From an optimization exercise on the open Yosys and OpenROAD flow, aimed at small area, a short achievable clock period and few clock cycles per item; shortcuts taken in it are not production practice. Only simulation tests tie the RTL to the original design; equivalence was not proved. Power and IR drop assume default switching activity.

== v16 ==
==> flow/design.v (excerpt) <==
module ws2812_axil_slave #(
    parameter int unsigned C_S_AXI_DATA_WIDTH = 32,
    parameter int unsigned C_S_AXI_ADDR_WIDTH = 9,
    parameter int unsigned C_NUM_PIXELS       = 64
) (
    input  logic                            S_AXI_ACLK,
    input  logic                            S_AXI_ARESETN,
    input  logic [C_S_AXI_ADDR_WIDTH-1:0]   S_AXI_AWADDR,
    input  logic [2:0]                      S_AXI_AWPROT,
    input  logic                            S_AXI_AWVALID,
    output logic                            S_AXI_AWREADY,
    input  logic [C_S_AXI_DATA_WIDTH-1:0]   S_AXI_WDATA,
    input  logic [C_S_AXI_DATA_WIDTH/8-1:0] S_AXI_WSTRB,
    input  logic                            S_AXI_WVALID,
    output logic                            S_AXI_WREADY,
    output logic [1:0]                      S_AXI_BRESP,
    output logic                            S_AXI_BVALID,
    input  logic                            S_AXI_BREADY,
    input  logic [C_S_AXI_ADDR_WIDTH-1:0]   S_AXI_ARADDR,
    input  logic [2:0]                      S_AXI_ARPROT,
    input  logic                            S_AXI_ARVALID,
    output logic                            S_AXI_ARREADY,
    output logic [C_S_AXI_DATA_WIDTH-1:0]   S_AXI_RDATA,
    output logic [1:0]                      S_AXI_RRESP,
    output logic                            S_AXI_RVALID,
    input  logic                            S_AXI_RREADY,
    input  logic [5:0]                      px_addr,
    output logic [23:0]                     px_data,
    input  logic                            tx_busy,
    output logic                            tx_start,
    output logic [7:0]                      tx_len
);
    localparam int unsigned NPX = 64;    
    logic [7:0]  ctrl_len;
    logic [1:0]  busy_sync;
    logic [23:0] ring [NPX];             
    logic [2:0]  rot;                    
    logic [2:0]  rl [8];                 
    function automatic logic is_ctrl(input logic [8:0] a);
        is_ctrl = a[8:2] == 7'd0;
    endfunction
    function automatic logic is_stat(input logic [8:0] a);
        is_stat = a[8:2] == 7'd1;
    endfunction
    always_ff @(posedge S_AXI_ACLK) begin
        for (int j = 0; j < 8; j++)
            rl[j] <= S_AXI_ARESETN ? rl[j] + 3'd1 : 3'(j);
    end
    assign rot = rl[0];
    logic        aw_v, w_v, exec;           
    logic [7:0]  d_lo, d_hi;
  ...
clock: 5.0 ns
lec_check: 0
cap_margin: 20
core_margin: 2
core_utilization: 55
cts_cluster_diameter: 70
cts_cluster_size: 28
place_density: 0.75
setup_slack_margin: 2.7
slew_margin: 20
tns_end_percent: 20
standard.sh (not shown) runs the stock make flow with config.mk's settings and CLKGATE_MAP_FILE= SYNTH_SCRIPT=/design/flow/synth_recipe.tcl, a recipe that flattens the netlist after the stock synthesis.
==> flow/flow/run.sh <==
#!/bin/bash
# The standard layout (standard.sh), except that the port buffers that
# global placement inserts are plain sky130_fd_sc_hd__buf_2 cells rather than
# the default pick, a delay cell. Every port still gets its buffer.
set -euo pipefail
bash standard.sh 'BUFFER_PORTS_ARGS=-buffer_cell sky130_fd_sc_hd__buf_2' finish > standard.log 2>&1
Testbench counts of v16, summed over its fixed seeds: cycles 4,352, items 5,696.
Here is what was changed in the inputs of v56 compared with v16.
Settings: PLACE_DENSITY: 0.75 -> unset.
v56 finished all stages; the layout is clean. Re total track usage: v56 is 1.7 points up on v16. v16 vs v56, worst hold path class: in2async vs reg2reg. Relative to v16, register-to-register slack increased by 0.03 ns in v56. Power dissipated in the clock network: v56 worse than v16.
Input changes introduced in v25 (baseline for comparison: v56):
Settings: PLACE_DENSITY newly set to 0.75; CORE_UTILIZATION changed from 55 to 65.
==> results.txt <==
In the reports for v56 and v25, the smaller combinational fraction of design power belongs to v25. Summary of v25 over v56: global-route usage shows an increase of 4.3 points; sequential power share shows an increase of 1.6 points; post-route cell area shows a reduction of 0.58%; slew at the pin with the worst max-slew slack shows a reduction of 0.080 ns. For the switching component of the power, v25 came in 6.1% lower than v56 did. For area occupied by registers, v25 and v56 come out practically identical.
Input-level comparison between v48 and v25:
Settings: PLACE_DENSITY removed (was 0.75); CORE_UTILIZATION changed from 65 to 55.
==> flow/flow/run.sh <==
#!/bin/bash
# The standard layout (standard.sh), except that the port buffers that
# global placement inserts are plain sky130_fd_sc_hd__buf_4 cells rather than
# the default pick, a delay cell. Every port still gets its buffer.
set -euo pipefail
bash standard.sh 'BUFFER_PORTS_ARGS=-buffer_cell sky130_fd_sc_hd__buf_4' finish > standard.log 2>&1
Findings:
Looking at highest achievable clock rate, v48 sits above v25.
Wire length of the first global-routing pass for v48: about 3% up relative to v25
On worst reg-to-reg setup slack, v48 does better than v25.
v48 — number of antenna cells inserted 5 lower, v25 as reference
[compare] base=v25 new=v48: switching share of power now larger, final worst-path cycle share now smaller, post-placement worst setup slack now larger.
On first-iteration detailed-routing DRC count, v25 loses to v48.
v25 has a lower total detailed-routing wirelength than v48.
Die outline area in v48 vs v25: up 18%
The following lists how v59 was set up differently from v48:
Settings: CTS_CLUSTER_SIZE: 28 -> 30.
## What came out
Length of routed met2 wiring essentially unchanged between v59 and v48.
Going from v48 to v59, global-route track usage on met2 shrinks by 1.3 points.
Worst-case setup margin in the final layout (higher): v48

========
The RTL this note starts from:
==> flow/design.v <==
module ws2812_axil_slave #(
    parameter int unsigned C_S_AXI_DATA_WIDTH = 32,
    parameter int unsigned C_S_AXI_ADDR_WIDTH = 9,
    parameter int unsigned C_NUM_PIXELS       = 64
) (
    input  logic                            S_AXI_ACLK,
    input  logic                            S_AXI_ARESETN,
    input  logic [C_S_AXI_ADDR_WIDTH-1:0]   S_AXI_AWADDR,
    input  logic [2:0]                      S_AXI_AWPROT,
    input  logic                            S_AXI_AWVALID,
    output logic                            S_AXI_AWREADY,
    input  logic [C_S_AXI_DATA_WIDTH-1:0]   S_AXI_WDATA,
    input  logic [C_S_AXI_DATA_WIDTH/8-1:0] S_AXI_WSTRB,
    input  logic                            S_AXI_WVALID,
    output logic                            S_AXI_WREADY,
    output logic [1:0]                      S_AXI_BRESP,
    output logic                            S_AXI_BVALID,
    input  logic                            S_AXI_BREADY,
    input  logic [C_S_AXI_ADDR_WIDTH-1:0]   S_AXI_ARADDR,
    input  logic [2:0]                      S_AXI_ARPROT,
    input  logic                            S_AXI_ARVALID,
    output logic                            S_AXI_ARREADY,
    output logic [C_S_AXI_DATA_WIDTH-1:0]   S_AXI_RDATA,
    output logic [1:0]                      S_AXI_RRESP,
    output logic                            S_AXI_RVALID,
    input  logic                            S_AXI_RREADY,
    input  logic [5:0]                      px_addr,
    output logic [23:0]                     px_data,
    input  logic                            tx_busy,
    output logic                            tx_start,
    output logic [7:0]                      tx_len
);
    localparam int unsigned AW     = C_S_AXI_ADDR_WIDTH;
    localparam int unsigned PIX_AW = $clog2(C_NUM_PIXELS);
    localparam logic [1:0] SEL_NONE   = 2'd0;
    localparam logic [1:0] SEL_CTRL   = 2'd1;
    localparam logic [1:0] SEL_STATUS = 2'd2;
    localparam logic [1:0] SEL_PIXEL  = 2'd3;
    function automatic logic [1:0] decode(input logic [AW-1:0] a);
        logic [1:0] s;
        s = SEL_NONE;
        if (a[8:2] == 7'd0)
            s = SEL_CTRL;
        else if (a[8:2] == 7'd1)
            s = SEL_STATUS;
        else if (a[8])
            s = SEL_PIXEL;
        decode = s;
    endfunction
    logic [7:0]        ctrl_len;
    logic [1:0]        busy_sync;
    logic [23:0]       pix_mem [C_NUM_PIXELS];
    logic              aw_v;
    logic [1:0]        aw_sel;
    logic [PIX_AW-1:0] aw_idx;
    logic              w_v;
    logic [23:0]       w_data;
    logic [2:0]        w_strb;
    logic [1:0]        b_cnt;
    logic              b_resp1;      
    logic              w_exec, aw_hs, w_hs, b_pop, new_err;
    assign w_exec        = aw_v & w_v & ~b_cnt[1];
    assign S_AXI_AWREADY = ~aw_v | w_exec;
    assign S_AXI_WREADY  = ~w_v | w_exec;
    assign aw_hs         = S_AXI_AWVALID & S_AXI_AWREADY;
    assign w_hs          = S_AXI_WVALID & S_AXI_WREADY;
    assign b_pop         = S_AXI_BVALID & S_AXI_BREADY;
    assign new_err       = ~aw_sel[0];    
    assign tx_len        = ctrl_len;
    always_ff @(posedge S_AXI_ACLK) begin
        if (aw_hs) begin
            aw_sel <= decode(S_AXI_AWADDR);
            aw_idx <= S_AXI_AWADDR[2 +: PIX_AW];
        end
        if (w_hs) begin
            w_data <= S_AXI_WDATA[23:0];
            w_strb <= S_AXI_WSTRB[2:0];
        end
    end
    always_ff @(posedge S_AXI_ACLK or negedge S_AXI_ARESETN) begin
        if (!S_AXI_ARESETN) begin
            aw_v         <= 1'b0;
            w_v          <= 1'b0;
            b_cnt        <= 2'd0;
            S_AXI_BVALID <= 1'b0;
            ctrl_len     <= 8'd0;
            tx_start     <= 1'b0;
        end else begin
            if (aw_hs)       aw_v <= 1'b1;
            else if (w_exec) aw_v <= 1'b0;
            if (w_hs)        w_v <= 1'b1;
            else if (w_exec) w_v <= 1'b0;
            b_cnt        <= b_cnt + {1'b0, w_exec} - {1'b0, b_pop};
            S_AXI_BVALID <= (b_cnt + {1'b0, w_exec} - {1'b0, b_pop}) != 2'd0;
            tx_start     <= w_exec && aw_sel == SEL_CTRL && w_strb[0] && w_data[0];
            if (w_exec && aw_sel == SEL_CTRL && w_strb[1])
                ctrl_len <= w_data[15:8];
        end
    end
    always_ff @(posedge S_AXI_ACLK) begin
        if (w_exec && (b_cnt == 2'd0 || (b_cnt == 2'd1 && b_pop)))
            S_AXI_BRESP <= {new_err, 1'b0};
        else if (b_pop)
            S_AXI_BRESP <= {b_resp1, 1'b0};
        if (w_exec)
            b_resp1 <= new_err;
    end
    always_ff @(posedge S_AXI_ACLK) begin
        if (w_exec && aw_sel == SEL_PIXEL) begin
            for (int b = 0; b < 3; b++) begin
                if (w_strb[b])
                    pix_mem[aw_idx][8*b +: 8] <= w_data[8*b +: 8];
            end
        end
    end
    always_ff @(posedge S_AXI_ACLK or negedge S_AXI_ARESETN) begin
        if (!S_AXI_ARESETN)
            px_data <= 24'd0;
        else
            px_data <= pix_mem[px_addr];
    end
    always_ff @(posedge S_AXI_ACLK or negedge S_AXI_ARESETN) begin
        if (!S_AXI_ARESETN)
            busy_sync <= 2'b00;
        else
            busy_sync <= {busy_sync[0], tx_busy};
    end
    logic [1:0]  r_sel;
    logic [23:0] r_data;
    logic        r_err;
    assign r_sel         = decode(S_AXI_ARADDR);
    assign S_AXI_ARREADY = ~S_AXI_RVALID;
    assign S_AXI_RDATA   = {8'd0, r_data};
    assign S_AXI_RRESP   = {r_err, 1'b0};
    always_ff @(posedge S_AXI_ACLK or negedge S_AXI_ARESETN) begin
        if (!S_AXI_ARESETN)
            S_AXI_RVALID <= 1'b0;
        else if (S_AXI_ARVALID && !S_AXI_RVALID)
            S_AXI_RVALID <= 1'b1;
        else if (S_AXI_RREADY)
            S_AXI_RVALID <= 1'b0;
    end
    always_ff @(posedge S_AXI_ACLK) begin
        if (S_AXI_ARVALID && !S_AXI_RVALID) begin
            r_err <= 1'b0;
            case (r_sel)
                SEL_CTRL:   r_data <= {8'd0, ctrl_len, 8'd0};
                SEL_STATUS: r_data <= {23'd0, busy_sync[1]};
                SEL_PIXEL:  r_data <= pix_mem[S_AXI_ARADDR[2 +: PIX_AW]];
                default: begin
                    r_data <= 24'd0;
                    r_err  <= 1'b1;
                end
            endcase
        end
    end
    logic unused_ok;
    assign unused_ok = ^{S_AXI_AWPROT, S_AXI_ARPROT, S_AXI_AWADDR[1:0], S_AXI_ARADDR[1:0],
                         S_AXI_WDATA[31:24], S_AXI_WSTRB[3]};
endmodule
clock: 5.0 ns
lec_check: 0
cap_margin: 20
core_margin: 2
core_utilization: 40
setup_slack_margin: 2.5
slew_margin: 20
run.sh (not shown) runs the stock make flow with config.mk's settings and CLKGATE_MAP_FILE= SYNTH_SCRIPT=/design/flow/synth_recipe.tcl, a recipe that flattens the netlist after the stock synthesis.
Stock flow here: none of the scripts above is used.
Testbench counts at the start, summed over its fixed seeds: cycles 4,176, items 5,696.
Then changed:
Settings changed: SETUP_SLACK_MARGIN 2.5 to unset.
Result: Cell count decreases by a few percent; area after synthesis is unchanged; via count decreases by a few percent; synthesized cell count is unchanged; total power decreases by a few percent; setup slack gets worse by 0.86 ns; sequential cell count stays the same; count of clock-buffer cells in the layout increases by 9; maximum frequency decreases by a quarter to a third.

==> afterwards: timing with drivers on the ports <==
How much do the figures lean on ideal ports? The routed layouts below were timed once more, with nothing changed but the port constraints. Step 1 assumes that a clkbuf_16 drives the clock port and a buf_2 every other input. Step 2 times the ports against the registers' clock, not the clock port: input delays grow and output delays shrink by t, the midpoint of the rising clock arrivals with the driver on. a / b / c = ideal / step 1 / step 2; a / b = the first two.
run	t, ns	setup WS [ns]	hold WS [ns]	slew at the worst register clock pin (ns)
v16	0.755	2.515 / 2.469 / 1.776	0.327 / 0.276 / 0.327	0.11 / 0.11
v56	0.758	2.565 / 2.499 / 1.852	0.343 / 0.343 / 0.343	0.11 / 0.11
v25	0.732	2.523 / 2.523 / 1.880	0.331 / 0.331 / 0.331	0.11 / 0.11
v48	0.770	2.563 / 2.484 / 1.842	0.338 / 0.338 / 0.338	0.11 / 0.11
v59	0.770	2.547 / 2.490 / 1.817	0.334 / 0.334 / 0.334	0.12 / 0.12
the first run of note 2	0.907	2.309 / 2.109 / 1.201	0.306 / 0.251 / 0.345	0.07 / 0.07
the second run of note 2	0.908	1.446 / 1.446 / 0.890	0.186 / 0.126 / 0.355	0.07 / 0.07
After both steps setup and hold are still met in every run listed. For the first run of note 2, which loses most, drivers alone change the setup slack by -0.200 ns; drivers and shift together by -1.108 ns.
